Background: an optimization exercise with open tools, aiming at small area. Do not read the settings as production practice. Function was not checked in any run shown here: the RTL went through the layout flow alone. Power is estimated from default activity; no workload was simulated.

--- flow/config.mk ---
export PLATFORM = sky130hd
export DESIGN_NAME = map_loader
export DESIGN_NICKNAME = map_loader
export VERILOG_FILES = /design/flow/design.v
export SDC_FILE = /design/flow/constraint.sdc
export NUM_CORES = 4
export LEC_CHECK = 0
export CAP_MARGIN = 20
export CORE_MARGIN = 2
export CORE_UTILIZATION = 40
export SLEW_MARGIN = 20
--- flow/constraint.sdc ---
create_clock -name core_clock -period 10.0 [get_ports {clk_i}]
set_input_delay 2.0000 -clock core_clock [delete_from_list [all_inputs] [get_ports {clk_i}]]
set_output_delay 2.0000 -clock core_clock [all_outputs]
set_load 0.01 [all_outputs]
--- flow/design.v ---
module map_loader #(
   parameter int LANES = 5,
   parameter int ROWS  = 100
) (
   input  logic        clk_i,
   input  logic        rst_n_i,
   input  logic        start_i,
   input  logic        in_valid_i,
   output logic        in_ready_o,
   input  logic [2:0]  in_cell_i,
   input  logic        in_last_i,
   output logic        busy_o,
   output logic        done_o,
   output logic        err_o,
   output logic        map_valid_o,
   output logic [10:0] len_o,
   input  logic [2:0]  rd_x_i,
   input  logic [6:0]  rd_y_i,
   output logic [2:0]  rd_state_o,
   output logic [11:0] rd_rgb_o
);
   localparam int NRING = 20;    
   localparam int RLEN  = 5;     
   logic        busy_q, done_q, err_q;
   logic [2:0]  x_q;              
   logic [6:0]  y_q;              
   logic [2:0]  ph_q;             
   logic [7:0]  acc_q [2];        
   logic [NRING*RLEN-1:0][7:0] ring_q;    
   logic [1:0]  rd_q;
   function automatic logic [5:0] split5(input logic [4:0] q);    
      case (q)
         5'd0: split5 = {3'd0, 3'd0};
         5'd1: split5 = {3'd0, 3'd1};
         5'd2: split5 = {3'd0, 3'd2};
         5'd3: split5 = {3'd0, 3'd3};
         5'd4: split5 = {3'd0, 3'd4};
         5'd5: split5 = {3'd1, 3'd0};
         5'd6: split5 = {3'd1, 3'd1};
         5'd7: split5 = {3'd1, 3'd2};
         5'd8: split5 = {3'd1, 3'd3};
         5'd9: split5 = {3'd1, 3'd4};
         5'd10: split5 = {3'd2, 3'd0};
         5'd11: split5 = {3'd2, 3'd1};
         5'd12: split5 = {3'd2, 3'd2};
         5'd13: split5 = {3'd2, 3'd3};
         5'd14: split5 = {3'd2, 3'd4};
         5'd15: split5 = {3'd3, 3'd0};
         5'd16: split5 = {3'd3, 3'd1};
         5'd17: split5 = {3'd3, 3'd2};
         5'd18: split5 = {3'd3, 3'd3};
         5'd19: split5 = {3'd3, 3'd4};
         5'd20: split5 = {3'd4, 3'd0};
         5'd21: split5 = {3'd4, 3'd1};
         5'd22: split5 = {3'd4, 3'd2};
         5'd23: split5 = {3'd4, 3'd3};
         5'd24: split5 = {3'd4, 3'd4};
         5'd25: split5 = {3'd5, 3'd0};
         5'd26: split5 = {3'd5, 3'd1};
         5'd27: split5 = {3'd5, 3'd2};
         5'd28: split5 = {3'd5, 3'd3};
         5'd29: split5 = {3'd5, 3'd4};
         5'd30: split5 = {3'd6, 3'd0};
         5'd31: split5 = {3'd6, 3'd1};
      endcase
   endfunction
   logic       accept, illegal, final_cell;
   logic [1:0] cval;
   logic [7:0] acc_base, acc_next;
   assign accept     = busy_q && in_valid_i;
   assign illegal    = in_cell_i > 3'd2;
   assign cval       = illegal ? 2'd0 : in_cell_i[1:0];
   assign final_cell = in_last_i || (x_q == 3'd4 && y_q == 7'd99);
   always_comb begin
      acc_base = (x_q == 3'd0) ? 8'd0 : acc_q[y_q[0]];
      case (x_q)
         3'd0:    acc_next = acc_base + 8'(cval);
         3'd1:    acc_next = acc_base + 8'(cval) * 8'd3;
         3'd2:    acc_next = acc_base + 8'(cval) * 8'd9;
         3'd3:    acc_next = acc_base + 8'(cval) * 8'd27;
         default: acc_next = acc_base + 8'(cval) * 8'd81;
      endcase
   end
   always_ff @(posedge clk_i) begin
      if (!rst_n_i) begin
         busy_q <= 1'b0;
         done_q <= 1'b0;
         err_q  <= 1'b0;
         y_q    <= 7'd127;
      end else begin
         done_q <= 1'b0;
         if (!busy_q) begin
            if (start_i) begin
               busy_q <= 1'b1;
               err_q  <= 1'b0;
               x_q    <= 3'd0;
               y_q    <= 7'd0;
            end
         end else if (in_valid_i) begin
            if (illegal) err_q <= 1'b1;
            if (final_cell) begin
               busy_q <= 1'b0;
               done_q <= 1'b1;
               if (!in_last_i) err_q <= 1'b1;
            end else if (x_q == 3'd4) begin
               x_q <= 3'd0;
               y_q <= y_q + 7'd1;
            end else begin
               x_q <= x_q + 3'd1;
            end
         end
      end
   end
   always_ff @(posedge clk_i) begin
      if (accept) acc_q[y_q[0]] <= acc_next;
   end
   logic [6:0] ins_row;
   logic [4:0] ins_ring;
   logic [2:0] ins_slot;
   assign ins_row  = y_q - 7'd1;
   logic [5:0] ins_split;
   assign ins_split = split5(ins_row[6:2]);
   assign ins_ring  = {ins_split[2:0], ins_row[1:0]};
   assign ins_slot  = ins_split[5:3];
   always_ff @(posedge clk_i) begin
      ph_q <= (ph_q == 3'd4) ? 3'd0 : ph_q + 3'd1;
   end
   always_ff @(posedge clk_i) begin
      for (int j = 0; j < NRING; j++) begin
         ring_q[j*RLEN] <= (ins_ring == 5'(j) && ins_slot == ph_q) ? acc_q[j % 2]
                                                                   : ring_q[j*RLEN+RLEN-1];
         for (int k = 1; k < RLEN; k++) ring_q[j*RLEN+k] <= ring_q[j*RLEN+k-1];
      end
   end
   logic [4:0] rd_ring;
   logic [2:0] rd_slot, rd_pos;
   logic [7:0] rd_diff;
   logic       rd_ok, rd_byp;
   logic [7:0] row, rd_ring_row;
   logic [1:0] trit;
   logic [5:0] rd_split;
   logic [NRING-1:0] rd_ring_oh;
   logic [RLEN-1:0]  rd_pos_oh;
   assign rd_split = split5(rd_y_i[6:2]);
   assign rd_ring  = {rd_split[2:0], rd_y_i[1:0]};
   assign rd_slot  = rd_split[5:3];
   always_comb begin
      case ((5'(ph_q) + 5'd9 - 5'(rd_slot)))
         5'd5, 5'd10:  rd_pos = 3'd0;
         5'd6, 5'd11:  rd_pos = 3'd1;
         5'd7, 5'd12:  rd_pos = 3'd2;
         5'd8, 5'd13:  rd_pos = 3'd3;
         default:      rd_pos = 3'd4;
      endcase
      for (int j = 0; j < NRING; j++) rd_ring_oh[j] = rd_ring == 5'(j);
      for (int k = 0; k < RLEN; k++)  rd_pos_oh[k]  = rd_pos == 3'(k);
      rd_ring_row = '0;
      for (int j = 0; j < NRING; j++)
         for (int k = 0; k < RLEN; k++)
            rd_ring_row = rd_ring_row | ({8{rd_ring_oh[j] & rd_pos_oh[k]}} & ring_q[j*RLEN+k]);
   end
   assign rd_diff = {1'b0, y_q} - {1'b0, rd_y_i};
   assign rd_ok   = map_valid_o && !rd_diff[7] && rd_x_i < 3'd5;
   assign rd_byp  = rd_diff[6:1] == 6'd0;
   assign row     = rd_byp ? acc_q[rd_y_i[0]] : rd_ring_row;
   always_comb begin
      case ({(rd_x_i > 3'd4) ? 3'd4 : rd_x_i, row})
         11'd1: trit = 2'd1;
         11'd2: trit = 2'd2;
         11'd4: trit = 2'd1;
         11'd5: trit = 2'd2;
         11'd7: trit = 2'd1;
         11'd8: trit = 2'd2;
         11'd10: trit = 2'd1;
         11'd11: trit = 2'd2;
         11'd13: trit = 2'd1;
         11'd14: trit = 2'd2;
         11'd16: trit = 2'd1;
         11'd17: trit = 2'd2;
         11'd19: trit = 2'd1;
         11'd20: trit = 2'd2;
         11'd22: trit = 2'd1;
         11'd23: trit = 2'd2;
         11'd25: trit = 2'd1;
         11'd26: trit = 2'd2;
         11'd28: trit = 2'd1;
         11'd29: trit = 2'd2;
         11'd31: trit = 2'd1;
         11'd32: trit = 2'd2;
         11'd34: trit = 2'd1;
         11'd35: trit = 2'd2;
         11'd37: trit = 2'd1;
         11'd38: trit = 2'd2;
         11'd40: trit = 2'd1;
         11'd41: trit = 2'd2;
         11'd43: trit = 2'd1;
         11'd44: trit = 2'd2;
         11'd46: trit = 2'd1;
         11'd47: trit = 2'd2;
         11'd49: trit = 2'd1;
         11'd50: trit = 2'd2;
         11'd52: trit = 2'd1;
         11'd53: trit = 2'd2;
         11'd55: trit = 2'd1;
         11'd56: trit = 2'd2;
         11'd58: trit = 2'd1;
         11'd59: trit = 2'd2;
         11'd61: trit = 2'd1;
         11'd62: trit = 2'd2;
         11'd64: trit = 2'd1;
         11'd65: trit = 2'd2;
         11'd67: trit = 2'd1;
         11'd68: trit = 2'd2;
         11'd70: trit = 2'd1;
         11'd71: trit = 2'd2;
         11'd73: trit = 2'd1;
         11'd74: trit = 2'd2;
         11'd76: trit = 2'd1;
         11'd77: trit = 2'd2;
         11'd79: trit = 2'd1;
         11'd80: trit = 2'd2;
         11'd82: trit = 2'd1;
         11'd83: trit = 2'd2;
         11'd85: trit = 2'd1;
         11'd86: trit = 2'd2;
         11'd88: trit = 2'd1;
         11'd89: trit = 2'd2;
         11'd91: trit = 2'd1;
         11'd92: trit = 2'd2;
         11'd94: trit = 2'd1;
         11'd95: trit = 2'd2;
         11'd97: trit = 2'd1;
         11'd98: trit = 2'd2;
         11'd100: trit = 2'd1;
         11'd101: trit = 2'd2;
         11'd103: trit = 2'd1;
         11'd104: trit = 2'd2;
         11'd106: trit = 2'd1;
         11'd107: trit = 2'd2;
         11'd109: trit = 2'd1;
         11'd110: trit = 2'd2;
         11'd112: trit = 2'd1;
         11'd113: trit = 2'd2;
         11'd115: trit = 2'd1;
         11'd116: trit = 2'd2;
         11'd118: trit = 2'd1;
         11'd119: trit = 2'd2;
         11'd121: trit = 2'd1;
         11'd122: trit = 2'd2;
         11'd124: trit = 2'd1;
         11'd125: trit = 2'd2;
         11'd127: trit = 2'd1;
         11'd128: trit = 2'd2;
         11'd130: trit = 2'd1;
         11'd131: trit = 2'd2;
         11'd133: trit = 2'd1;
         11'd134: trit = 2'd2;
         11'd136: trit = 2'd1;
         11'd137: trit = 2'd2;
         11'd139: trit = 2'd1;
         11'd140: trit = 2'd2;
         11'd142: trit = 2'd1;
         11'd143: trit = 2'd2;
         11'd145: trit = 2'd1;
         11'd146: trit = 2'd2;
         11'd148: trit = 2'd1;
         11'd149: trit = 2'd2;
         11'd151: trit = 2'd1;
         11'd152: trit = 2'd2;
         11'd154: trit = 2'd1;
         11'd155: trit = 2'd2;
         11'd157: trit = 2'd1;
         11'd158: trit = 2'd2;
         11'd160: trit = 2'd1;
         11'd161: trit = 2'd2;
         11'd163: trit = 2'd1;
         11'd164: trit = 2'd2;
         11'd166: trit = 2'd1;
         11'd167: trit = 2'd2;
         11'd169: trit = 2'd1;
         11'd170: trit = 2'd2;
         11'd172: trit = 2'd1;
         11'd173: trit = 2'd2;
         11'd175: trit = 2'd1;
         11'd176: trit = 2'd2;
         11'd178: trit = 2'd1;
         11'd179: trit = 2'd2;
         11'd181: trit = 2'd1;
         11'd182: trit = 2'd2;
         11'd184: trit = 2'd1;
         11'd185: trit = 2'd2;
         11'd187: trit = 2'd1;
         11'd188: trit = 2'd2;
         11'd190: trit = 2'd1;
         11'd191: trit = 2'd2;
         11'd193: trit = 2'd1;
         11'd194: trit = 2'd2;
         11'd196: trit = 2'd1;
         11'd197: trit = 2'd2;
         11'd199: trit = 2'd1;
         11'd200: trit = 2'd2;
         11'd202: trit = 2'd1;
         11'd203: trit = 2'd2;
         11'd205: trit = 2'd1;
         11'd206: trit = 2'd2;
         11'd208: trit = 2'd1;
         11'd209: trit = 2'd2;
         11'd211: trit = 2'd1;
         11'd212: trit = 2'd2;
         11'd214: trit = 2'd1;
         11'd215: trit = 2'd2;
         11'd217: trit = 2'd1;
         11'd218: trit = 2'd2;
         11'd220: trit = 2'd1;
         11'd221: trit = 2'd2;
         11'd223: trit = 2'd1;
         11'd224: trit = 2'd2;
         11'd226: trit = 2'd1;
         11'd227: trit = 2'd2;
         11'd229: trit = 2'd1;
         11'd230: trit = 2'd2;
         11'd232: trit = 2'd1;
         11'd233: trit = 2'd2;
         11'd235: trit = 2'd1;
         11'd236: trit = 2'd2;
         11'd238: trit = 2'd1;
         11'd239: trit = 2'd2;
         11'd241: trit = 2'd1;
         11'd242: trit = 2'd2;
         11'd259: trit = 2'd1;
         11'd260: trit = 2'd1;
         11'd261: trit = 2'd1;
         11'd262: trit = 2'd2;
         11'd263: trit = 2'd2;
         11'd264: trit = 2'd2;
         11'd268: trit = 2'd1;
         11'd269: trit = 2'd1;
         11'd270: trit = 2'd1;
         11'd271: trit = 2'd2;
         11'd272: trit = 2'd2;
         11'd273: trit = 2'd2;
         11'd277: trit = 2'd1;
         11'd278: trit = 2'd1;
         11'd279: trit = 2'd1;
         11'd280: trit = 2'd2;
         11'd281: trit = 2'd2;
         11'd282: trit = 2'd2;
         11'd286: trit = 2'd1;
         11'd287: trit = 2'd1;
         11'd288: trit = 2'd1;
         11'd289: trit = 2'd2;
         11'd290: trit = 2'd2;
         11'd291: trit = 2'd2;
         11'd295: trit = 2'd1;
         11'd296: trit = 2'd1;
         11'd297: trit = 2'd1;
         11'd298: trit = 2'd2;
         11'd299: trit = 2'd2;
         11'd300: trit = 2'd2;
         11'd304: trit = 2'd1;
         11'd305: trit = 2'd1;
         11'd306: trit = 2'd1;
         11'd307: trit = 2'd2;
         11'd308: trit = 2'd2;
         11'd309: trit = 2'd2;
         11'd313: trit = 2'd1;
         11'd314: trit = 2'd1;
         11'd315: trit = 2'd1;
         11'd316: trit = 2'd2;
         11'd317: trit = 2'd2;
         11'd318: trit = 2'd2;
         11'd322: trit = 2'd1;
         11'd323: trit = 2'd1;
         11'd324: trit = 2'd1;
         11'd325: trit = 2'd2;
         11'd326: trit = 2'd2;
         11'd327: trit = 2'd2;
         11'd331: trit = 2'd1;
         11'd332: trit = 2'd1;
         11'd333: trit = 2'd1;
         11'd334: trit = 2'd2;
         11'd335: trit = 2'd2;
         11'd336: trit = 2'd2;
         11'd340: trit = 2'd1;
         11'd341: trit = 2'd1;
         11'd342: trit = 2'd1;
         11'd343: trit = 2'd2;
         11'd344: trit = 2'd2;
         11'd345: trit = 2'd2;
         11'd349: trit = 2'd1;
         11'd350: trit = 2'd1;
         11'd351: trit = 2'd1;
         11'd352: trit = 2'd2;
         11'd353: trit = 2'd2;
         11'd354: trit = 2'd2;
         11'd358: trit = 2'd1;
         11'd359: trit = 2'd1;
         11'd360: trit = 2'd1;
         11'd361: trit = 2'd2;
         11'd362: trit = 2'd2;
         11'd363: trit = 2'd2;
         11'd367: trit = 2'd1;
         11'd368: trit = 2'd1;
         11'd369: trit = 2'd1;
         11'd370: trit = 2'd2;
         11'd371: trit = 2'd2;
         11'd372: trit = 2'd2;
         11'd376: trit = 2'd1;
         11'd377: trit = 2'd1;
         11'd378: trit = 2'd1;
         11'd379: trit = 2'd2;
         11'd380: trit = 2'd2;
         11'd381: trit = 2'd2;
         11'd385: trit = 2'd1;
         11'd386: trit = 2'd1;
         11'd387: trit = 2'd1;
         11'd388: trit = 2'd2;
         11'd389: trit = 2'd2;
         11'd390: trit = 2'd2;
         11'd394: trit = 2'd1;
         11'd395: trit = 2'd1;
         11'd396: trit = 2'd1;
         11'd397: trit = 2'd2;
         11'd398: trit = 2'd2;
         11'd399: trit = 2'd2;
         11'd403: trit = 2'd1;
         11'd404: trit = 2'd1;
         11'd405: trit = 2'd1;
         11'd406: trit = 2'd2;
         11'd407: trit = 2'd2;
         11'd408: trit = 2'd2;
         11'd412: trit = 2'd1;
         11'd413: trit = 2'd1;
         11'd414: trit = 2'd1;
         11'd415: trit = 2'd2;
         11'd416: trit = 2'd2;
         11'd417: trit = 2'd2;
         11'd421: trit = 2'd1;
         11'd422: trit = 2'd1;
         11'd423: trit = 2'd1;
         11'd424: trit = 2'd2;
         11'd425: trit = 2'd2;
         11'd426: trit = 2'd2;
         11'd430: trit = 2'd1;
         11'd431: trit = 2'd1;
         11'd432: trit = 2'd1;
         11'd433: trit = 2'd2;
         11'd434: trit = 2'd2;
         11'd435: trit = 2'd2;
         11'd439: trit = 2'd1;
         11'd440: trit = 2'd1;
         11'd441: trit = 2'd1;
         11'd442: trit = 2'd2;
         11'd443: trit = 2'd2;
         11'd444: trit = 2'd2;
         11'd448: trit = 2'd1;
         11'd449: trit = 2'd1;
         11'd450: trit = 2'd1;
         11'd451: trit = 2'd2;
         11'd452: trit = 2'd2;
         11'd453: trit = 2'd2;
         11'd457: trit = 2'd1;
         11'd458: trit = 2'd1;
         11'd459: trit = 2'd1;
         11'd460: trit = 2'd2;
         11'd461: trit = 2'd2;
         11'd462: trit = 2'd2;
         11'd466: trit = 2'd1;
         11'd467: trit = 2'd1;
         11'd468: trit = 2'd1;
         11'd469: trit = 2'd2;
         11'd470: trit = 2'd2;
         11'd471: trit = 2'd2;
         11'd475: trit = 2'd1;
         11'd476: trit = 2'd1;
         11'd477: trit = 2'd1;
         11'd478: trit = 2'd2;
         11'd479: trit = 2'd2;
         11'd480: trit = 2'd2;
         11'd484: trit = 2'd1;
         11'd485: trit = 2'd1;
         11'd486: trit = 2'd1;
         11'd487: trit = 2'd2;
         11'd488: trit = 2'd2;
         11'd489: trit = 2'd2;
         11'd493: trit = 2'd1;
         11'd494: trit = 2'd1;
         11'd495: trit = 2'd1;
         11'd496: trit = 2'd2;
         11'd497: trit = 2'd2;
         11'd498: trit = 2'd2;
         11'd521: trit = 2'd1;
         11'd522: trit = 2'd1;
         11'd523: trit = 2'd1;
         11'd524: trit = 2'd1;
         11'd525: trit = 2'd1;
         11'd526: trit = 2'd1;
         11'd527: trit = 2'd1;
         11'd528: trit = 2'd1;
         11'd529: trit = 2'd1;
         11'd530: trit = 2'd2;
         11'd531: trit = 2'd2;
         11'd532: trit = 2'd2;
         11'd533: trit = 2'd2;
         11'd534: trit = 2'd2;
         11'd535: trit = 2'd2;
         11'd536: trit = 2'd2;
         11'd537: trit = 2'd2;
         11'd538: trit = 2'd2;
         11'd548: trit = 2'd1;
         11'd549: trit = 2'd1;
         11'd550: trit = 2'd1;
         11'd551: trit = 2'd1;
         11'd552: trit = 2'd1;
         11'd553: trit = 2'd1;
         11'd554: trit = 2'd1;
         11'd555: trit = 2'd1;
         11'd556: trit = 2'd1;
         11'd557: trit = 2'd2;
         11'd558: trit = 2'd2;
         11'd559: trit = 2'd2;
         11'd560: trit = 2'd2;
         11'd561: trit = 2'd2;
         11'd562: trit = 2'd2;
         11'd563: trit = 2'd2;
         11'd564: trit = 2'd2;
         11'd565: trit = 2'd2;
         11'd575: trit = 2'd1;
         11'd576: trit = 2'd1;
         11'd577: trit = 2'd1;
         11'd578: trit = 2'd1;
         11'd579: trit = 2'd1;
         11'd580: trit = 2'd1;
         11'd581: trit = 2'd1;
         11'd582: trit = 2'd1;
         11'd583: trit = 2'd1;
         11'd584: trit = 2'd2;
         11'd585: trit = 2'd2;
         11'd586: trit = 2'd2;
         11'd587: trit = 2'd2;
         11'd588: trit = 2'd2;
         11'd589: trit = 2'd2;
         11'd590: trit = 2'd2;
         11'd591: trit = 2'd2;
         11'd592: trit = 2'd2;
         11'd602: trit = 2'd1;
         11'd603: trit = 2'd1;
         11'd604: trit = 2'd1;
         11'd605: trit = 2'd1;
         11'd606: trit = 2'd1;
         11'd607: trit = 2'd1;
         11'd608: trit = 2'd1;
         11'd609: trit = 2'd1;
         11'd610: trit = 2'd1;
         11'd611: trit = 2'd2;
         11'd612: trit = 2'd2;
         11'd613: trit = 2'd2;
         11'd614: trit = 2'd2;
         11'd615: trit = 2'd2;
         11'd616: trit = 2'd2;
         11'd617: trit = 2'd2;
         11'd618: trit = 2'd2;
         11'd619: trit = 2'd2;
         11'd629: trit = 2'd1;
         11'd630: trit = 2'd1;
         11'd631: trit = 2'd1;
         11'd632: trit = 2'd1;
         11'd633: trit = 2'd1;
         11'd634: trit = 2'd1;
         11'd635: trit = 2'd1;
         11'd636: trit = 2'd1;
         11'd637: trit = 2'd1;
         11'd638: trit = 2'd2;
         11'd639: trit = 2'd2;
         11'd640: trit = 2'd2;
         11'd641: trit = 2'd2;
         11'd642: trit = 2'd2;
         11'd643: trit = 2'd2;
         11'd644: trit = 2'd2;
         11'd645: trit = 2'd2;
         11'd646: trit = 2'd2;
         11'd656: trit = 2'd1;
         11'd657: trit = 2'd1;
         11'd658: trit = 2'd1;
         11'd659: trit = 2'd1;
         11'd660: trit = 2'd1;
         11'd661: trit = 2'd1;
         11'd662: trit = 2'd1;
         11'd663: trit = 2'd1;
         11'd664: trit = 2'd1;
         11'd665: trit = 2'd2;
         11'd666: trit = 2'd2;
         11'd667: trit = 2'd2;
         11'd668: trit = 2'd2;
         11'd669: trit = 2'd2;
         11'd670: trit = 2'd2;
         11'd671: trit = 2'd2;
         11'd672: trit = 2'd2;
         11'd673: trit = 2'd2;
         11'd683: trit = 2'd1;
         11'd684: trit = 2'd1;
         11'd685: trit = 2'd1;
         11'd686: trit = 2'd1;
         11'd687: trit = 2'd1;
         11'd688: trit = 2'd1;
         11'd689: trit = 2'd1;
         11'd690: trit = 2'd1;
         11'd691: trit = 2'd1;
         11'd692: trit = 2'd2;
         11'd693: trit = 2'd2;
         11'd694: trit = 2'd2;
         11'd695: trit = 2'd2;
         11'd696: trit = 2'd2;
         11'd697: trit = 2'd2;
         11'd698: trit = 2'd2;
         11'd699: trit = 2'd2;
         11'd700: trit = 2'd2;
         11'd710: trit = 2'd1;
         11'd711: trit = 2'd1;
         11'd712: trit = 2'd1;
         11'd713: trit = 2'd1;
         11'd714: trit = 2'd1;
         11'd715: trit = 2'd1;
         11'd716: trit = 2'd1;
         11'd717: trit = 2'd1;
         11'd718: trit = 2'd1;
         11'd719: trit = 2'd2;
         11'd720: trit = 2'd2;
         11'd721: trit = 2'd2;
         11'd722: trit = 2'd2;
         11'd723: trit = 2'd2;
         11'd724: trit = 2'd2;
         11'd725: trit = 2'd2;
         11'd726: trit = 2'd2;
         11'd727: trit = 2'd2;
         11'd737: trit = 2'd1;
         11'd738: trit = 2'd1;
         11'd739: trit = 2'd1;
         11'd740: trit = 2'd1;
         11'd741: trit = 2'd1;
         11'd742: trit = 2'd1;
         11'd743: trit = 2'd1;
         11'd744: trit = 2'd1;
         11'd745: trit = 2'd1;
         11'd746: trit = 2'd2;
         11'd747: trit = 2'd2;
         11'd748: trit = 2'd2;
         11'd749: trit = 2'd2;
         11'd750: trit = 2'd2;
         11'd751: trit = 2'd2;
         11'd752: trit = 2'd2;
         11'd753: trit = 2'd2;
         11'd754: trit = 2'd2;
         11'd795: trit = 2'd1;
         11'd796: trit = 2'd1;
         11'd797: trit = 2'd1;
         11'd798: trit = 2'd1;
         11'd799: trit = 2'd1;
         11'd800: trit = 2'd1;
         11'd801: trit = 2'd1;
         11'd802: trit = 2'd1;
         11'd803: trit = 2'd1;
         11'd804: trit = 2'd1;
         11'd805: trit = 2'd1;
         11'd806: trit = 2'd1;
         11'd807: trit = 2'd1;
         11'd808: trit = 2'd1;
         11'd809: trit = 2'd1;
         11'd810: trit = 2'd1;
         11'd811: trit = 2'd1;
         11'd812: trit = 2'd1;
         11'd813: trit = 2'd1;
         11'd814: trit = 2'd1;
         11'd815: trit = 2'd1;
         11'd816: trit = 2'd1;
         11'd817: trit = 2'd1;
         11'd818: trit = 2'd1;
         11'd819: trit = 2'd1;
         11'd820: trit = 2'd1;
         11'd821: trit = 2'd1;
         11'd822: trit = 2'd2;
         11'd823: trit = 2'd2;
         11'd824: trit = 2'd2;
         11'd825: trit = 2'd2;
         11'd826: trit = 2'd2;
         11'd827: trit = 2'd2;
         11'd828: trit = 2'd2;
         11'd829: trit = 2'd2;
         11'd830: trit = 2'd2;
         11'd831: trit = 2'd2;
         11'd832: trit = 2'd2;
         11'd833: trit = 2'd2;
         11'd834: trit = 2'd2;
         11'd835: trit = 2'd2;
         11'd836: trit = 2'd2;
         11'd837: trit = 2'd2;
         11'd838: trit = 2'd2;
         11'd839: trit = 2'd2;
         11'd840: trit = 2'd2;
         11'd841: trit = 2'd2;
         11'd842: trit = 2'd2;
         11'd843: trit = 2'd2;
         11'd844: trit = 2'd2;
         11'd845: trit = 2'd2;
         11'd846: trit = 2'd2;
         11'd847: trit = 2'd2;
         11'd848: trit = 2'd2;
         11'd876: trit = 2'd1;
         11'd877: trit = 2'd1;
         11'd878: trit = 2'd1;
         11'd879: trit = 2'd1;
         11'd880: trit = 2'd1;
         11'd881: trit = 2'd1;
         11'd882: trit = 2'd1;
         11'd883: trit = 2'd1;
         11'd884: trit = 2'd1;
         11'd885: trit = 2'd1;
         11'd886: trit = 2'd1;
         11'd887: trit = 2'd1;
         11'd888: trit = 2'd1;
         11'd889: trit = 2'd1;
         11'd890: trit = 2'd1;
         11'd891: trit = 2'd1;
         11'd892: trit = 2'd1;
         11'd893: trit = 2'd1;
         11'd894: trit = 2'd1;
         11'd895: trit = 2'd1;
         11'd896: trit = 2'd1;
         11'd897: trit = 2'd1;
         11'd898: trit = 2'd1;
         11'd899: trit = 2'd1;
         11'd900: trit = 2'd1;
         11'd901: trit = 2'd1;
         11'd902: trit = 2'd1;
         11'd903: trit = 2'd2;
         11'd904: trit = 2'd2;
         11'd905: trit = 2'd2;
         11'd906: trit = 2'd2;
         11'd907: trit = 2'd2;
         11'd908: trit = 2'd2;
         11'd909: trit = 2'd2;
         11'd910: trit = 2'd2;
         11'd911: trit = 2'd2;
         11'd912: trit = 2'd2;
         11'd913: trit = 2'd2;
         11'd914: trit = 2'd2;
         11'd915: trit = 2'd2;
         11'd916: trit = 2'd2;
         11'd917: trit = 2'd2;
         11'd918: trit = 2'd2;
         11'd919: trit = 2'd2;
         11'd920: trit = 2'd2;
         11'd921: trit = 2'd2;
         11'd922: trit = 2'd2;
         11'd923: trit = 2'd2;
         11'd924: trit = 2'd2;
         11'd925: trit = 2'd2;
         11'd926: trit = 2'd2;
         11'd927: trit = 2'd2;
         11'd928: trit = 2'd2;
         11'd929: trit = 2'd2;
         11'd957: trit = 2'd1;
         11'd958: trit = 2'd1;
         11'd959: trit = 2'd1;
         11'd960: trit = 2'd1;
         11'd961: trit = 2'd1;
         11'd962: trit = 2'd1;
         11'd963: trit = 2'd1;
         11'd964: trit = 2'd1;
         11'd965: trit = 2'd1;
         11'd966: trit = 2'd1;
         11'd967: trit = 2'd1;
         11'd968: trit = 2'd1;
         11'd969: trit = 2'd1;
         11'd970: trit = 2'd1;
         11'd971: trit = 2'd1;
         11'd972: trit = 2'd1;
         11'd973: trit = 2'd1;
         11'd974: trit = 2'd1;
         11'd975: trit = 2'd1;
         11'd976: trit = 2'd1;
         11'd977: trit = 2'd1;
         11'd978: trit = 2'd1;
         11'd979: trit = 2'd1;
         11'd980: trit = 2'd1;
         11'd981: trit = 2'd1;
         11'd982: trit = 2'd1;
         11'd983: trit = 2'd1;
         11'd984: trit = 2'd2;
         11'd985: trit = 2'd2;
         11'd986: trit = 2'd2;
         11'd987: trit = 2'd2;
         11'd988: trit = 2'd2;
         11'd989: trit = 2'd2;
         11'd990: trit = 2'd2;
         11'd991: trit = 2'd2;
         11'd992: trit = 2'd2;
         11'd993: trit = 2'd2;
         11'd994: trit = 2'd2;
         11'd995: trit = 2'd2;
         11'd996: trit = 2'd2;
         11'd997: trit = 2'd2;
         11'd998: trit = 2'd2;
         11'd999: trit = 2'd2;
         11'd1000: trit = 2'd2;
         11'd1001: trit = 2'd2;
         11'd1002: trit = 2'd2;
         11'd1003: trit = 2'd2;
         11'd1004: trit = 2'd2;
         11'd1005: trit = 2'd2;
         11'd1006: trit = 2'd2;
         11'd1007: trit = 2'd2;
         11'd1008: trit = 2'd2;
         11'd1009: trit = 2'd2;
         11'd1010: trit = 2'd2;
         11'd1105: trit = 2'd1;
         11'd1106: trit = 2'd1;
         11'd1107: trit = 2'd1;
         11'd1108: trit = 2'd1;
         11'd1109: trit = 2'd1;
         11'd1110: trit = 2'd1;
         11'd1111: trit = 2'd1;
         11'd1112: trit = 2'd1;
         11'd1113: trit = 2'd1;
         11'd1114: trit = 2'd1;
         11'd1115: trit = 2'd1;
         11'd1116: trit = 2'd1;
         11'd1117: trit = 2'd1;
         11'd1118: trit = 2'd1;
         11'd1119: trit = 2'd1;
         11'd1120: trit = 2'd1;
         11'd1121: trit = 2'd1;
         11'd1122: trit = 2'd1;
         11'd1123: trit = 2'd1;
         11'd1124: trit = 2'd1;
         11'd1125: trit = 2'd1;
         11'd1126: trit = 2'd1;
         11'd1127: trit = 2'd1;
         11'd1128: trit = 2'd1;
         11'd1129: trit = 2'd1;
         11'd1130: trit = 2'd1;
         11'd1131: trit = 2'd1;
         11'd1132: trit = 2'd1;
         11'd1133: trit = 2'd1;
         11'd1134: trit = 2'd1;
         11'd1135: trit = 2'd1;
         11'd1136: trit = 2'd1;
         11'd1137: trit = 2'd1;
         11'd1138: trit = 2'd1;
         11'd1139: trit = 2'd1;
         11'd1140: trit = 2'd1;
         11'd1141: trit = 2'd1;
         11'd1142: trit = 2'd1;
         11'd1143: trit = 2'd1;
         11'd1144: trit = 2'd1;
         11'd1145: trit = 2'd1;
         11'd1146: trit = 2'd1;
         11'd1147: trit = 2'd1;
         11'd1148: trit = 2'd1;
         11'd1149: trit = 2'd1;
         11'd1150: trit = 2'd1;
         11'd1151: trit = 2'd1;
         11'd1152: trit = 2'd1;
         11'd1153: trit = 2'd1;
         11'd1154: trit = 2'd1;
         11'd1155: trit = 2'd1;
         11'd1156: trit = 2'd1;
         11'd1157: trit = 2'd1;
         11'd1158: trit = 2'd1;
         11'd1159: trit = 2'd1;
         11'd1160: trit = 2'd1;
         11'd1161: trit = 2'd1;
         11'd1162: trit = 2'd1;
         11'd1163: trit = 2'd1;
         11'd1164: trit = 2'd1;
         11'd1165: trit = 2'd1;
         11'd1166: trit = 2'd1;
         11'd1167: trit = 2'd1;
         11'd1168: trit = 2'd1;
         11'd1169: trit = 2'd1;
         11'd1170: trit = 2'd1;
         11'd1171: trit = 2'd1;
         11'd1172: trit = 2'd1;
         11'd1173: trit = 2'd1;
         11'd1174: trit = 2'd1;
         11'd1175: trit = 2'd1;
         11'd1176: trit = 2'd1;
         11'd1177: trit = 2'd1;
         11'd1178: trit = 2'd1;
         11'd1179: trit = 2'd1;
         11'd1180: trit = 2'd1;
         11'd1181: trit = 2'd1;
         11'd1182: trit = 2'd1;
         11'd1183: trit = 2'd1;
         11'd1184: trit = 2'd1;
         11'd1185: trit = 2'd1;
         11'd1186: trit = 2'd2;
         11'd1187: trit = 2'd2;
         11'd1188: trit = 2'd2;
         11'd1189: trit = 2'd2;
         11'd1190: trit = 2'd2;
         11'd1191: trit = 2'd2;
         11'd1192: trit = 2'd2;
         11'd1193: trit = 2'd2;
         11'd1194: trit = 2'd2;
         11'd1195: trit = 2'd2;
         11'd1196: trit = 2'd2;
         11'd1197: trit = 2'd2;
         11'd1198: trit = 2'd2;
         11'd1199: trit = 2'd2;
         11'd1200: trit = 2'd2;
         11'd1201: trit = 2'd2;
         11'd1202: trit = 2'd2;
         11'd1203: trit = 2'd2;
         11'd1204: trit = 2'd2;
         11'd1205: trit = 2'd2;
         11'd1206: trit = 2'd2;
         11'd1207: trit = 2'd2;
         11'd1208: trit = 2'd2;
         11'd1209: trit = 2'd2;
         11'd1210: trit = 2'd2;
         11'd1211: trit = 2'd2;
         11'd1212: trit = 2'd2;
         11'd1213: trit = 2'd2;
         11'd1214: trit = 2'd2;
         11'd1215: trit = 2'd2;
         11'd1216: trit = 2'd2;
         11'd1217: trit = 2'd2;
         11'd1218: trit = 2'd2;
         11'd1219: trit = 2'd2;
         11'd1220: trit = 2'd2;
         11'd1221: trit = 2'd2;
         11'd1222: trit = 2'd2;
         11'd1223: trit = 2'd2;
         11'd1224: trit = 2'd2;
         11'd1225: trit = 2'd2;
         11'd1226: trit = 2'd2;
         11'd1227: trit = 2'd2;
         11'd1228: trit = 2'd2;
         11'd1229: trit = 2'd2;
         11'd1230: trit = 2'd2;
         11'd1231: trit = 2'd2;
         11'd1232: trit = 2'd2;
         11'd1233: trit = 2'd2;
         11'd1234: trit = 2'd2;
         11'd1235: trit = 2'd2;
         11'd1236: trit = 2'd2;
         11'd1237: trit = 2'd2;
         11'd1238: trit = 2'd2;
         11'd1239: trit = 2'd2;
         11'd1240: trit = 2'd2;
         11'd1241: trit = 2'd2;
         11'd1242: trit = 2'd2;
         11'd1243: trit = 2'd2;
         11'd1244: trit = 2'd2;
         11'd1245: trit = 2'd2;
         11'd1246: trit = 2'd2;
         11'd1247: trit = 2'd2;
         11'd1248: trit = 2'd2;
         11'd1249: trit = 2'd2;
         11'd1250: trit = 2'd2;
         11'd1251: trit = 2'd2;
         11'd1252: trit = 2'd2;
         11'd1253: trit = 2'd2;
         11'd1254: trit = 2'd2;
         11'd1255: trit = 2'd2;
         11'd1256: trit = 2'd2;
         11'd1257: trit = 2'd2;
         11'd1258: trit = 2'd2;
         11'd1259: trit = 2'd2;
         11'd1260: trit = 2'd2;
         11'd1261: trit = 2'd2;
         11'd1262: trit = 2'd2;
         11'd1263: trit = 2'd2;
         11'd1264: trit = 2'd2;
         11'd1265: trit = 2'd2;
         11'd1266: trit = 2'd2;
         default: trit = 2'd0;
      endcase
   end
   always_ff @(posedge clk_i) begin
      if (!rst_n_i) rd_q <= 2'd0;
      else          rd_q <= rd_ok ? trit : 2'd0;
   end
   assign in_ready_o  = busy_q;
   assign busy_o      = busy_q;
   assign done_o      = done_q;
   assign err_o       = err_q;
   assign map_valid_o = !busy_q && y_q != 7'd127;
   assign len_o       = {4'd0, y_q + 7'd1};
   assign rd_state_o  = {1'b0, rd_q};
   assign rd_rgb_o    = {{4{|rd_q}}, {4{rd_q[1]}}, 4'h0};
endmodule
--- flow/run.sh ---
#!/bin/bash
# synth_recipe.tcl (not shown) runs the flow's synth.tcl, then flattens the netlist and writes it again
# the make line also repeats each setting of config.mk as NAME=value (left out here)
make -C /OpenROAD-flow-scripts/flow DESIGN_CONFIG=/design/flow/config.mk WORK_HOME=/design/flow/orfs CLKGATE_MAP_FILE= SYNTH_SCRIPT=/design/flow/synth_recipe.tcl finish
==> impl_metrics.json, run 1 <==
{
  "hp-start": "ring_q[452]",
  "post_route_cells_drive_above_1_share": 0.2068,
  "core_sq_mm": 0.07874,
  "finalCriticalPeriod_ns": 9.505,
  "ctsHoldBuffers": 0,
  "syn_to_final_growth_pct": 17.94,
  "clock_sinks": 835,
  "synth_area_sq_mm": 0.03171,
  "maxSlewViolCount": 0,
  "pin_count": 49,
  "worstPathMaxFanout": 12,
  "clk_path_buf_depth": 3,
  "yosys.area.top_type": "dfxtp_1",
  "finalHoldViolations": 0,
  "final_area_sq_mm": 0.03740,
  "critPathKind": "in -> reg",
  "status": "no timing/DRC/antenna violations",
  "antenna_found_initial": 8,
  "postPlaceCellArea_sq_mm": 0.03445,
  "gp_congestion": 1.046,
  "final_cells": 4209,
  "cp_top_family": "simple AND/OR/NAND/NOR gates",
  "synth_top_area_frac": 0.5151,
  "slew_headroom": 0.1625,
  "required_ns": 10.57,
  "powerDensity_mw_per_mm2": 209.0,
  "setup_viol_count_final": 0,
  "root_buffer": "clkbuf_16",
  "ant_nets": 0,
  "routedWlPerCell_um": 37.25,
  "grt_pass1_wl_um": 215400,
  "holdPathEnd": "ring_q[460]",
  "die_w_um": 285.6,
  "clk_latency_ns": 0.65,
  "rows": 103,
  "synth_flop_cell": "dfxtp_1",
  "drc": 0,
  "cpPeakStageDelay_ns": 0.73,
  "synthTopCellsByArea": "dfxtp_1, mux2_2, a22oi_1",
  "r2r_end": "rd_q[0]",
  "ctsHtreeMaxLevel": 3,
  "globalRouteOverflowTotal": 0,
  "syn_inst": 2942,
  "die_y_um": 285.6,
  "synthDistinctLibCells": 111,
  "numCtsBuffers": 86,
  "vias_per_cell": 6.765,
  "cap_violations": 0,
  "clk_pin_slew_worst_paths_ns": 0.06,
  "rsz0062_at_grt": "no",
  "synth_warnings": 1,
  "routed_wirelength_um": 156800,
  "netlist_top_cells_count": "dfxtp_1, mux2_2, nand2_1",
  "yosysMostFrequentCell": "dfxtp_1",
  "fin_worst_hold_slack_ns": 0.3392,
  "drtPass1Iterations": 6,
  "globalRouteTotalUtil": 0.3733,
  "ir_worst_vdd_v": 0.0001350,
  "finalCritPeriodShare": 0.9505,
  "synthArstFlopShare": 0,
  "crit_path_start_kind": "primary input",
  "reg2reg_depth": 24,
  "path_buf_inv": 4,
  "dp_hpwl_um": 109900,
  "synth_edf_count": 19,
  "die_area_sq_mm": 0.08155,
  "clock.fmax_mhz": 105.2,
  "leakage_nw": 14.21,
  "power.total_mw": 7.817,
  "nNetsFinal": 3174,
  "crit_start": "rd_y_i[6]",
  "yosysSeqAreaShare": 0.5331,
  "cpMostUsedCell": "ha_1",
  "rr_startpoint": "ph_q[1]",
  "grt_pass1_vias": 27340,
  "dp_cells": 4048,
  "start_util": 0.4027,
  "avgSynthCellArea_sq_um": 10.78,
  "route.vias.total": 28480,
  "drtIter0Drc": 4114,
  "worstHoldPathCells": 0,
  "worst_pin_slew_ns": 1.253,
  "finalClockSkew_ns": 0.02401,
  "r2r_slack_ns": 2.63,
  "cp.arrival_ns": 10.07,
  "postCtsSetupBuffers": 0,
  "ys_seq_elements": 835,
  "slowest_stage": "a2111oi_0",
  "cp-end-kind": "flip-flop",
  "portBuffers": 39,
  "cts_resized": 0,
  "cts_tree": "built",
  "hold_path.class": "reg -> reg",
  "grt_max_degree": 36
}
-- registers in the layout (all words and copies together), names as in the netlist, named ones only --
| name | flops |
|---|---|
| ring_q | 800 |
| acc_q | 16 |
| y_q | 7 |
| ph_q | 3 |
| x_q | 3 |
| rd_q | 2 |
| busy_q | 1 |
| done_q | 1 |
| err_q | 1 |
-- area by class of cell --
cell class                      instances  area (sq um)
Tap cell                             1050          1314
Timing Repair Buffer                  258          2115
Clock buffer                          115          2421
Inverter                               49         183.9
Clock inverter                         39         493.0
Multi-Input combinational cell       1857         13950
Sequential cell                       835         16910
Antenna cell                            6         15.01
Fill cell                            7297         41340
-- per-stage QoR --
step	TNS, ns	utilization	setup WS [ns]
global placement	-0.2133	0.4374	-0.1347
finish	0	0.4750	0.4950
CTS	0	0.4746	0.5814
floorplan	0	-	1.725
detailed placement	-0.1506	0.4375	-0.08782
global route	0	0.4748	0.1194
-- placed cells by master (no fill, tap or decap), drive strengths merged, types with 37 or more instances in the layout --
cell             n
nor2           119
clkbuf         116
mux2           181
inv             54
a22oi          109
nor3            75
buf            220
a31oi           41
nand4           56
mux2i           61
nor4            42
dfxtp          816
nand2          145
clkdlybuf4s50   37
o21ai           83
and3            39
a32oi           61
a21oi           99
nand3          143
ha              62
a22o            37
-- logic make-up (layout without fill, tap and decap cells) --
family,count (synthesis),in the layout,share of synthesized area
and+or+nand+nor,728,728,0.1197
DFF,835,835,0.5331
AOI/OAI and AO/OA,763,763,0.1819
adders and majority gates,69,69,0.02888
buffers and inverters,258,461,0.03717
xor gates and xnor gates,42,42,0.01219
muxes,246,246,0.08688
other,1,15,0.0001183
-- where the power goes --
| part | leakage (nW) | total, mW | internal (mW) | switching, mW |
|---|---|---|---|---|
| clock | 1.45 | 3.33 | 1.92 | 1.40 |
| sequential | 6.76 | 3.53 | 3.44 | 0.0874 |
| combinational | 6.00 | 0.961 | 0.272 | 0.688 |
-- worst max-delay path by stage --
| stage | slack [ns] | to | cells past startpoint |
|---|---|---|---|
| finish | 0.50 | rd_q[0] | 26 |
| global route | 0.12 | rd_q[0] | 26 |
| CTS | 0.58 | rd_q[0] | 26 |
| detailed placement | -0.09 | rd_q[0] | 26 |
| global placement | -0.13 | rd_q[0] | 27 |
| floorplan | 1.72 | rd_q[0] | 28 |
-- layer usage --
| metal | wire length [um] | vias up | track usage |
|---|---|---|---|
| met5 | 83 | - | 0 |
| met4 | 11200 | 10 | 0.2295 |
| met3 | 18750 | 602 | 0.1113 |
| met2 | 64700 | 2245 | 0.5419 |
| met1 | 62060 | 14140 | 0.4868 |
| li1 | - | 11480 | - |
==> inputs of run 2 (changes only) <==
--- a/flow/config.mk
+++ b/flow/config.mk
@@ -6,4 +6,5 @@
 export NUM_CORES = 4
 export LEC_CHECK = 0
+export ABC_AREA = 1
 export CAP_MARGIN = 20
 export CORE_MARGIN = 2
==> impl_metrics.json, run 2 <==
{
  "status": "no timing/DRC/antenna violations",
  "drc": 0,
  "die_area_sq_mm": 0.07855,
  "final_core_util": 0.4597,
  "finalHoldViolations": 0,
  "leakage_nw": 15.41,
  "grt_pass1_vias": 24220,
  "ctsHtreeMaxLevel": 3,
  "path_buf_inv": 10,
  "worstPathMaxFanout": 22,
  "avgSynthCellArea_sq_um": 8.163,
  "routedWlPerCell_um": 23.76,
  "synth_top_area_frac": 0.5351,
  "dp_hpwl_um": 87150,
  "yosysSeqAreaShare": 0.5538,
  "cap_violations": 0,
  "final_common_cell": "nand2_1",
  "slew_headroom": 0.2107,
  "synthTopCellsByArea": "dfxtp_1, nand2_1, nand3_1",
  "cts_resized": 0,
  "slowest_stage": "clkdlybuf4s50_1",
  "worst_pin_slew_ns": 1.181,
  "rsz0062_at_grt": "no",
  "die_w_um": 280.3,
  "route.vias.total": 26440,
  "synth_warnings": 1,
  "crit_path_start_kind": "primary input",
  "globalRouteOverflowTotal": 0,
  "hp-start": "ring_q[63]",
  "critPathKind": "in -> reg",
  "root_buffer": "clkbuf_16",
  "hold_path.class": "reg -> reg",
  "required_ns": 10.56,
  "post_route_cells_drive_above_1_share": 0.07902,
  "gp_congestion": 1.018,
  "antenna_found_initial": 4,
  "syn_inst": 3740,
  "synthDistinctLibCells": 57,
  "core_sq_mm": 0.07570,
  "largest_register": "ring_q",
  "portBuffers": 39,
  "vias_per_cell": 5.435,
  "synth_area_sq_mm": 0.03053,
  "grt_max_degree": 40,
  "start_util": 0.4033,
  "synth_edf_count": 19,
  "netlist_top_cells_count": "nand2_1, dfxtp_1, nand3_1",
  "grt_pass1_wl_um": 165000,
  "ant_nets": 0,
  "layout_common_cells": "nand2_1, dfxtp_1, nand3_1",
  "cpMostUsedCell": "nand2_1",
  "ys_seq_elements": 835,
  "n_fill_cell": 7362,
  "synthArstFlopShare": 0,
  "cp.arrival_ns": 9.17,
  "setup_tns_ns": 0,
  "ctsHoldBuffers": 0,
  "ir_worst_vdd_v": 0.0001268,
  "rr_startpoint": "ph_q[1]",
  "postCtsSetupBuffers": 0,
  "rows": 101,
  "fin_worst_hold_slack_ns": 0.3297,
  "yosys.area.top_type": "dfxtp_1",
  "syn_to_final_growth_pct": 13.98,
  "die_y_um": 280.3,
  "drtIter0Drc": 3464,
  "clock.fmax_mhz": 116.2,
  "globalRouteTotalUtil": 0.2899,
  "synth_flop_cell": "dfxtp_1",
  "setup_viol_count_final": 0,
  "clk_latency_ns": 0.64,
  "maxSlewViolCount": 0,
  "finalCritPeriodShare": 0.8609,
  "cpPeakStageDelay_ns": 0.67,
  "cts_tree": "built",
  "powerDensity_mw_per_mm2": 209.5,
  "finalClockSkew_ns": 0.02737,
  "pin_count": 49,
  "nNetsFinal": 3905,
  "finalCriticalPeriod_ns": 8.609,
  "largest_register_ffs": 800,
  "yosysMostFrequentCell": "nand2_1",
  "crit_start": "rd_y_i[5]",
  "cp_top_family": "simple AND/OR/NAND/NOR gates",
  "clk_path_buf_depth": 3,
  "clk_pin_slew_worst_paths_ns": 0.07,
  "routed_wirelength_um": 115600,
  "clock_sinks": 835,
  "cp-end-kind": "flip-flop",
  "drtPass1Iterations": 6,
  "numCtsBuffers": 85
}
run 2: changes by cell type after synthesis, moves of 60 or more:
cell | previous run | this run
a32oi_1 | 61 | 1
a22oi_1 | 109 | 2
mux2_2 | 181 | 1
o21ai_0 | 73 | 203
nand2_1 | 144 | 1303
inv_1 | 46 | 191
nor2_1 | 114 | 328
nand3_1 | 141 | 331
run 2: metrics by stage:
stage / power (mW) / worst slack [ns] / area (sq um) / instances
CTS: 7.292 / 1.595 / 34790 / 4863
global route: 7.502 / 0.9986 / 34790 / 4863
detailed placement: 4.156 / 0.9738 / 32000 / 4709
finish: 7.289 / 1.391 / 34800 / 4864
global placement: 4.154 / 1.025 / 31990 / 4709
floorplan: 3.952 / 3.125 / 30560 / 3748
run 2: final timing paths:
kind	slack, ns	endpoint	depth (start not counted)
worst max-delay path	1.39	rd_q[0]	39
worst min-delay path	0.33	ring_q[71]	0
worst max register to register	3.66	rd_q[0]	34
worst min register to register	0.33	ring_q[71]	0
run 2: worst register-to-register path: cells and delay by family (launching register included):
family	cells	cell delay [ns]
AND/OR/NAND/NOR	18	2.74
AO/OA/AOI/OAI	4	0.86
flip-flops	1	0.36
buffers and inverters	8	1.08
adder cells (fa/ha/maj)	4	1.21
run 2: logic make-up after synthesis:
family | share of synthesized area
XOR/XNOR | 0.006311
buffers and inverters | 0.04574
other | 0.0001228
adder cells (fa/ha/maj) | 0.03000
AND/OR/NAND/NOR | 0.2955
multiplexers | 0.0003688
AO/OA/AOI/OAI | 0.06816
flip-flops | 0.5538
run 2: power breakdown:
| part | switching [mW] | internal [mW] |
|---|---|---|
| Sequential | 0.0756 | 3.46 |
| Clock | 1.37 | 1.82 |
| Combinational | 0.406 | 0.159 |
| Total | 1.85 | 5.44 |
run 2: layout make-up:
cell class / count / area, sq um / area share
clock buffers: 117 / 2440 / 0.07012
diodes: 1 / 2.502 / 0.00007192
well taps: 978 / 1224 / 0.03517
repair buffers: 92 / 800.8 / 0.02301
flip-flops and latches: 835 / 16910 / 0.4859
inverters: 208 / 780.7 / 0.02244
clock inverters: 37 / 355.3 / 0.01021
multi-input cells: 2596 / 12290 / 0.3531
run 2: routing by layer:
metal	global-route usage	share of wire
met5	0	0.00038
met4	0.1135	0.040
met3	0.06195	0.11
met2	0.4288	0.42
met1	0.4110	0.43
==> inputs of run 3 (changes only) <==
--- a/flow/config.mk
+++ b/flow/config.mk
@@ -10,3 +10,5 @@
 export CORE_MARGIN = 2
 export CORE_UTILIZATION = 40
+export CTS_BUF_LIST = sky130_fd_sc_hd__clkbuf_8
+export CTS_CLUSTER_SIZE = 30
 export SLEW_MARGIN = 20
==> impl_metrics.json, run 3 <==
{
  "maxSlewViolCount": 0,
  "slew_headroom": 0.1956,
  "largest_register": "ring_q",
  "yosysSeqAreaShare": 0.5538,
  "cpMostUsedCell": "nand2_1",
  "ys_seq_elements": 835,
  "die_w_um": 280.3,
  "antenna_found_initial": 4,
  "required_ns": 10.73,
  "clock.fmax_mhz": 118.0,
  "powerDensity_mw_per_mm2": 202.0,
  "worst_pin_slew_ns": 1.203,
  "cpPeakStageDelay_ns": 0.67,
  "clk_latency_ns": 0.81,
  "finalCritPeriodShare": 0.8477,
  "finalCriticalPeriod_ns": 8.477,
  "leakage_nw": 15.54,
  "portBuffers": 39,
  "postCtsSetupBuffers": 0,
  "yosysMostFrequentCell": "nand2_1",
  "clk_path_buf_depth": 3,
  "vias_per_cell": 5.407,
  "root_buffer": "clkbuf_8",
  "post_route_cells_drive_above_1_share": 0.09022,
  "rsz0062_at_grt": "no",
  "layout_common_cells": "nand2_1, dfxtp_1, nand3_1",
  "grt_max_degree": 40,
  "synthDistinctLibCells": 57,
  "routedWlPerCell_um": 23.57,
  "ir_worst_vdd_v": 0.0001449,
  "synth_warnings": 1,
  "drc": 0,
  "routed_wirelength_um": 116700,
  "crit_path_start_kind": "primary input",
  "core_sq_mm": 0.07570,
  "ant_nets": 0,
  "final_cells": 4951,
  "p_clk_frac": 0.414,
  "final_area_sq_mm": 0.03464,
  "globalRouteTotalUtil": 0.2942,
  "clk_pin_slew_worst_paths_ns": 0.07,
  "avgSynthCellArea_sq_um": 8.163,
  "worstPathMaxFanout": 22,
  "grt_pass1_vias": 24630,
  "start_util": 0.4033,
  "nNetsFinal": 3956,
  "cts_tree": "built",
  "drtIter0Drc": 3509,
  "finalClockSkew_ns": 0.03152,
  "numCtsBuffers": 136,
  "dp_cells": 4709,
  "netlist_top_cells_count": "nand2_1, dfxtp_1, nand3_1",
  "slowest_stage": "clkdlybuf4s50_1",
  "critPathKind": "in -> reg",
  "swShare": 0.2690,
  "synth_area_sq_mm": 0.03053,
  "cap_violations": 0,
  "p_sw_mw": 1.882,
  "cts_resized": 0,
  "clock_sinks": 835,
  "synth_edf_count": 19,
  "postPlaceCellArea_sq_mm": 0.03200,
  "route.vias.total": 26770,
  "ctsHtreeMaxLevel": 4,
  "syn_inst": 3740,
  "rows": 101,
  "synthArstFlopShare": 0,
  "final_core_util": 0.4576,
  "final_common_cell": "nand2_1",
  "ctsHoldBuffers": 0,
  "die_y_um": 280.3,
  "largest_register_ffs": 800,
  "hold_path.class": "reg -> reg",
  "p_int_mw": 5.114,
  "sequentialPowerShare": 0.505,
  "yosys.area.top_type": "dfxtp_1",
  "synthTopCellsByArea": "dfxtp_1, nand2_1, nand3_1",
  "cp-end-kind": "flip-flop",
  "syn_to_final_growth_pct": 13.46,
  "drtPass1Iterations": 7,
  "pin_count": 49,
  "cp.arrival_ns": 9.20,
  "globalRouteOverflowTotal": 0,
  "die_area_sq_mm": 0.07855,
  "gp_congestion": 1.018,
  "n_fill_cell": 7464,
  "grt_pass1_wl_um": 166900,
  "finalHoldViolations": 0,
  "status": "no timing/DRC/antenna violations",
  "dp_hpwl_um": 87150,
  "synth_top_area_frac": 0.5351,
  "synth_flop_cell": "dfxtp_1",
  "setup_viol_count_final": 0,
  "setup_tns_ns": 0,
  "pwr-share-comb": 0.081
}
==> run 3: through the flow <==
step	power [mW]	setup WS [ns]	hold slack (ns)
after floorplan	3.952	3.125	0.3236
after global placement	4.154	1.025	0.3318
after detailed placement	4.156	0.9738	0.3349
after CTS	6.996	1.786	0.3354
after global routing	7.229	1.201	0.3417
final	6.996	1.523	0.3297
==> run 3: layout make-up <==
| class | instances | area [sq um] | share of cell area |
|---|---|---|---|
| diodes | 5 | 12.51 | 0.0003612 |
| clock buffers | 161 | 2216 | 0.06397 |
| clock inverters | 76 | 412.9 | 0.01192 |
| inverters | 208 | 780.7 | 0.02254 |
| multi-input cells | 2596 | 12290 | 0.3547 |
| flip-flops and latches | 835 | 16910 | 0.4881 |
| well taps | 978 | 1224 | 0.03533 |
| repair buffers | 92 | 800.8 | 0.02312 |
==> run 3: per-layer routing <==
metal  global-route usage  part of all wire  routed length, um
met5                    0          0.000086                 10
met4               0.1087             0.034               4018
met3              0.06653              0.11              12460
met2               0.4386              0.42              49560
met1               0.4145              0.43              50640
==> run 3: path summary, 6_finish.rpt <==
kind                                 start          to  slack (ns)  cells after the start
worst max register to register     ph_q[1]     rd_q[0]        3.65                     34
worst min-delay path            ring_q[63]  ring_q[71]        0.33                      0
worst min register to register  ring_q[63]  ring_q[71]        0.33                      0
worst max-delay path             rd_y_i[5]     rd_q[0]        1.52                     39
==> run 3: power by group through the flow <==
stage                     Sequential, mW  Combinational, mW  Clock [mW]
final                               3.53              0.568        2.89
after global routing                3.54              0.616        3.07
after CTS                           3.53              0.556        2.91
after detailed placement            3.60              0.554           0
after global placement              3.60              0.553           0
after floorplan                     3.57              0.380           0
==> run 3: kinds of logic (layout without fill, tap and decap cells) <==
kind of cell,after synthesis,after routing,synth area share
other cells,1,14,0.0001228
fa+ha+maj,69,69,0.03000
simple gates,2145,2145,0.2955
compound gates,350,350,0.06816
buf+inv,317,537,0.04574
xor+xnor,22,22,0.006311
flops,835,835,0.5538
mux,1,1,0.0003688
==> run 3: worst max-delay path: cells and delay by family <==
kind,cells,cell delay [ns]
AOI/OAI and AO/OA,5,1.10
adders and majority gates,4,1.19
buffers and inverters,10,1.91
and+or+nand+nor,20,2.96
==> inputs of run 4 (changes only) <==
--- a/flow/config.mk
+++ b/flow/config.mk
@@ -7,8 +7,7 @@
 export LEC_CHECK = 0
 export ABC_AREA = 1
-export CAP_MARGIN = 20
+export CAP_MARGIN = 0
 export CORE_MARGIN = 2
 export CORE_UTILIZATION = 40
-export CTS_BUF_LIST = sky130_fd_sc_hd__clkbuf_8
-export CTS_CLUSTER_SIZE = 30
-export SLEW_MARGIN = 20
+export CTS_BUF_LIST = sky130_fd_sc_hd__clkbuf_4
+export SLEW_MARGIN = 0
==> impl_metrics.json, run 4 <==
{
  "slowest_stage": "clkdlybuf4s50_1",
  "postCtsSetupBuffers": 0,
  "synthDistinctLibCells": 57,
  "cp-end-kind": "flip-flop",
  "clock.fmax_mhz": 123.6,
  "layout_common_cells": "nand2_1, dfxtp_1, nand3_1",
  "final_common_cell": "nand2_1",
  "die_y_um": 280.3,
  "required_ns": 11.02,
  "hold_path.class": "reg -> reg",
  "grt_pass1_wl_um": 167700,
  "post_route_cells_drive_above_1_share": 0.1206,
  "route.vias.total": 27240,
  "clock_sinks": 835,
  "maxSlewViolCount": 0,
  "synth_edf_count": 19,
  "synth_area_sq_mm": 0.03053,
  "seqCellArea_sq_mm": 0.01691,
  "cts_tree": "built",
  "cpMostUsedCell": "nand2_1",
  "synthTopCellsByArea": "dfxtp_1, nand2_1, nand3_1",
  "ys_seq_elements": 835,
  "yosys.area.top_type": "dfxtp_1",
  "synth_flop_cell": "dfxtp_1",
  "met1_usage": 0.4126,
  "netlist_top_cells_count": "nand2_1, dfxtp_1, nand3_1",
  "slew_headroom": 0.1668,
  "routed_wirelength_um": 117300,
  "crit_start": "rd_y_i[5]",
  "top_usage_layer": "met2",
  "rows": 101,
  "globalRouteMet2Util": 0.4417,
  "setup_tns_ns": 0,
  "drc": 0,
  "critPathKind": "in -> reg",
  "yosysMostFrequentCell": "nand2_1",
  "r2r_end": "rd_q[0]",
  "rr_startpoint": "ph_q[1]",
  "worstHoldPathCells": 0,
  "power.total_mw": 7.056,
  "r2r_slack_ns": 3.73,
  "postPlaceCellArea_sq_mm": 0.03199,
  "finalCriticalPeriod_ns": 8.089,
  "finalCritPeriodShare": 0.8089,
  "worst_pin_slew_ns": 1.246,
  "clk_latency_ns": 1.12,
  "globalRouteOverflowTotal": 0,
  "start_util": 0.4033,
  "routedWlPerCell_um": 23.08,
  "dp_cells": 4709,
  "holdPathEnd": "ring_q[419]",
  "largest_register": "ring_q",
  "root_buffer": "clkbuf_4",
  "synth_top_area_frac": 0.5351,
  "globalRouteTotalUtil": 0.2953,
  "cts_resized": 0,
  "finalHoldViolations": 0,
  "die_area_sq_mm": 0.07855,
  "setup_viol_count_final": 0,
  "numCtsBuffers": 209,
  "gp_congestion": 1.018,
  "synthArstFlopShare": 0,
  "dp_hpwl_um": 87090,
  "powerDensity_mw_per_mm2": 203.2,
  "leakage_nw": 15.63,
  "ant_nets": 0,
  "finalClockSkew_ns": 0.05530,
  "fin_worst_hold_slack_ns": 0.3206,
  "syn_to_final_growth_pct": 13.74,
  "grt_max_degree": 40,
  "synth_warnings": 1,
  "ir_worst_vdd_v": 0.0001191,
  "ctsHoldBuffers": 0,
  "ctsHtreeMaxLevel": 4,
  "yosysSeqAreaShare": 0.5538,
  "vias_per_cell": 5.361,
  "crit_path_start_kind": "primary input",
  "clk_pin_slew_worst_paths_ns": 0.06,
  "grt_pass1_vias": 25290,
  "rsz0062_at_grt": "no",
  "cp.arrival_ns": 9.11,
  "antenna_found_initial": 8,
  "pin_count": 49,
  "clk_path_buf_depth": 3,
  "multi_input_area_sq_mm": 0.01228,
  "final_cells": 5081,
  "status": "no timing/DRC/antenna violations",
  "reg2reg_depth": 34,
  "drtPass1Iterations": 6,
  "die_w_um": 280.3,
  "final_area_sq_mm": 0.03472,
  "avgSynthCellArea_sq_um": 8.163,
  "largest_register_ffs": 800,
  "worstPathMaxFanout": 22,
  "n_fill_cell": 7504,
  "drtIter0Drc": 3661,
  "nNetsFinal": 4029,
  "syn_inst": 3740,
  "grtUsageMet3": 0.07245,
  "portBuffers": 39,
  "core_sq_mm": 0.07570,
  "cap_violations": 0,
  "hp-start": "ring_q[411]",
  "cpPeakStageDelay_ns": 0.66
}
run 4: kinds of logic after synthesis:
family | Yosys count | share of synthesized area
AND/OR/NAND/NOR | 2145 | 0.2955
flip-flops | 835 | 0.5538
AO/OA/AOI/OAI | 350 | 0.06816
buffers and inverters | 317 | 0.04574
adder cells (fa/ha/maj) | 69 | 0.03000
XOR/XNOR | 22 | 0.006311
other | 1 | 0.0001228
multiplexers | 1 | 0.0003688
run 4: cell type report:
cell class	count	area share
flip-flops and latches	835	0.4869
multi-input cells	2596	0.3537
clock buffers	308	0.06659
well taps	978	0.03524
repair buffers	92	0.02306
inverters	208	0.02248
clock inverters	58	0.01160
diodes	6	0.0004324
run 4: worst max path at each step:
stage / cells past startpoint / end / slack (ns)
2_1_floorplan: 42 / rd_q[0] / 3.12
3_3_place_gp: 40 / rd_q[0] / 1.03
3_5_place_dp: 40 / rd_q[0] / 0.92
4_1_cts: 40 / rd_q[0] / 2.05
5_1_grt: 39 / rd_q[0] / 1.39
6_report: 39 / rd_q[0] / 1.91
run 4: per-stage QoR:
step | util | worst slack (ns)
3_5_place_dp | 0.4227 | 0.9168
2_1_floorplan | - | 3.125
6_report | 0.4587 | 1.911
5_1_grt | 0.4586 | 1.393
4_1_cts | 0.4585 | 2.052
3_3_place_gp | 0.4227 | 1.025
run 4: per-layer routing:
layer,share of wire,routed length (um)
met5,0.00035,41
met4,0.032,3742
met3,0.11,13110
met2,0.43,50310
met1,0.43,50060
run 4: power breakdown:
part	internal, mW	switching [mW]
sequential	3.46	0.0765
clock	1.54	1.42
combinational	0.160	0.407
total	5.15	1.90
run 4: worst max-delay path: cells and delay by family:
kind | cells | cell delay (ns)
buf+inv | 10 | 1.88
compound gates | 5 | 1.09
simple gates | 20 | 2.91
fa+ha+maj | 4 | 1.18

static timing again, ports no longer ideal:
The flow's constraints put no driver on any port. The routed layouts listed below were extracted and timed again, unchanged, in two steps.
Step 1 assumes that a clkbuf_16 drives the clock port and a buf_2 every other input.
Step 2 adds t to the input delays and takes it off the output delays; t is the mean of the earliest and latest rising clock arrival at the registers after step 1. Input paths then give back, and output paths get back, about the clock's delay inside the block.
a / b / c = ideal / step 1 / step 2; a / b = the first two.
run | t, ns | setup slack, ns | worst setup path after step 2 | clock arrival spread, ns
run 1 | 0.708 | 0.495 / 0.546 / -0.162 | input to register | 0.024 / 0.024
run 2 | 0.692 | 1.391 / 1.432 / 0.740 | input to register | 0.030 / 0.030
run 3 | 0.853 | 1.523 / 1.561 / 0.708 | input to register | 0.035 / 0.034
run 4 | 1.153 | 1.911 / 1.954 / 0.801 | input to register | 0.055 / 0.055
With both steps, setup timing fails in run 1, where it was met with ideal ports. The setup slack of run 4, which loses most, moves by +0.043 ns with the drivers and by -1.110 ns with both steps.
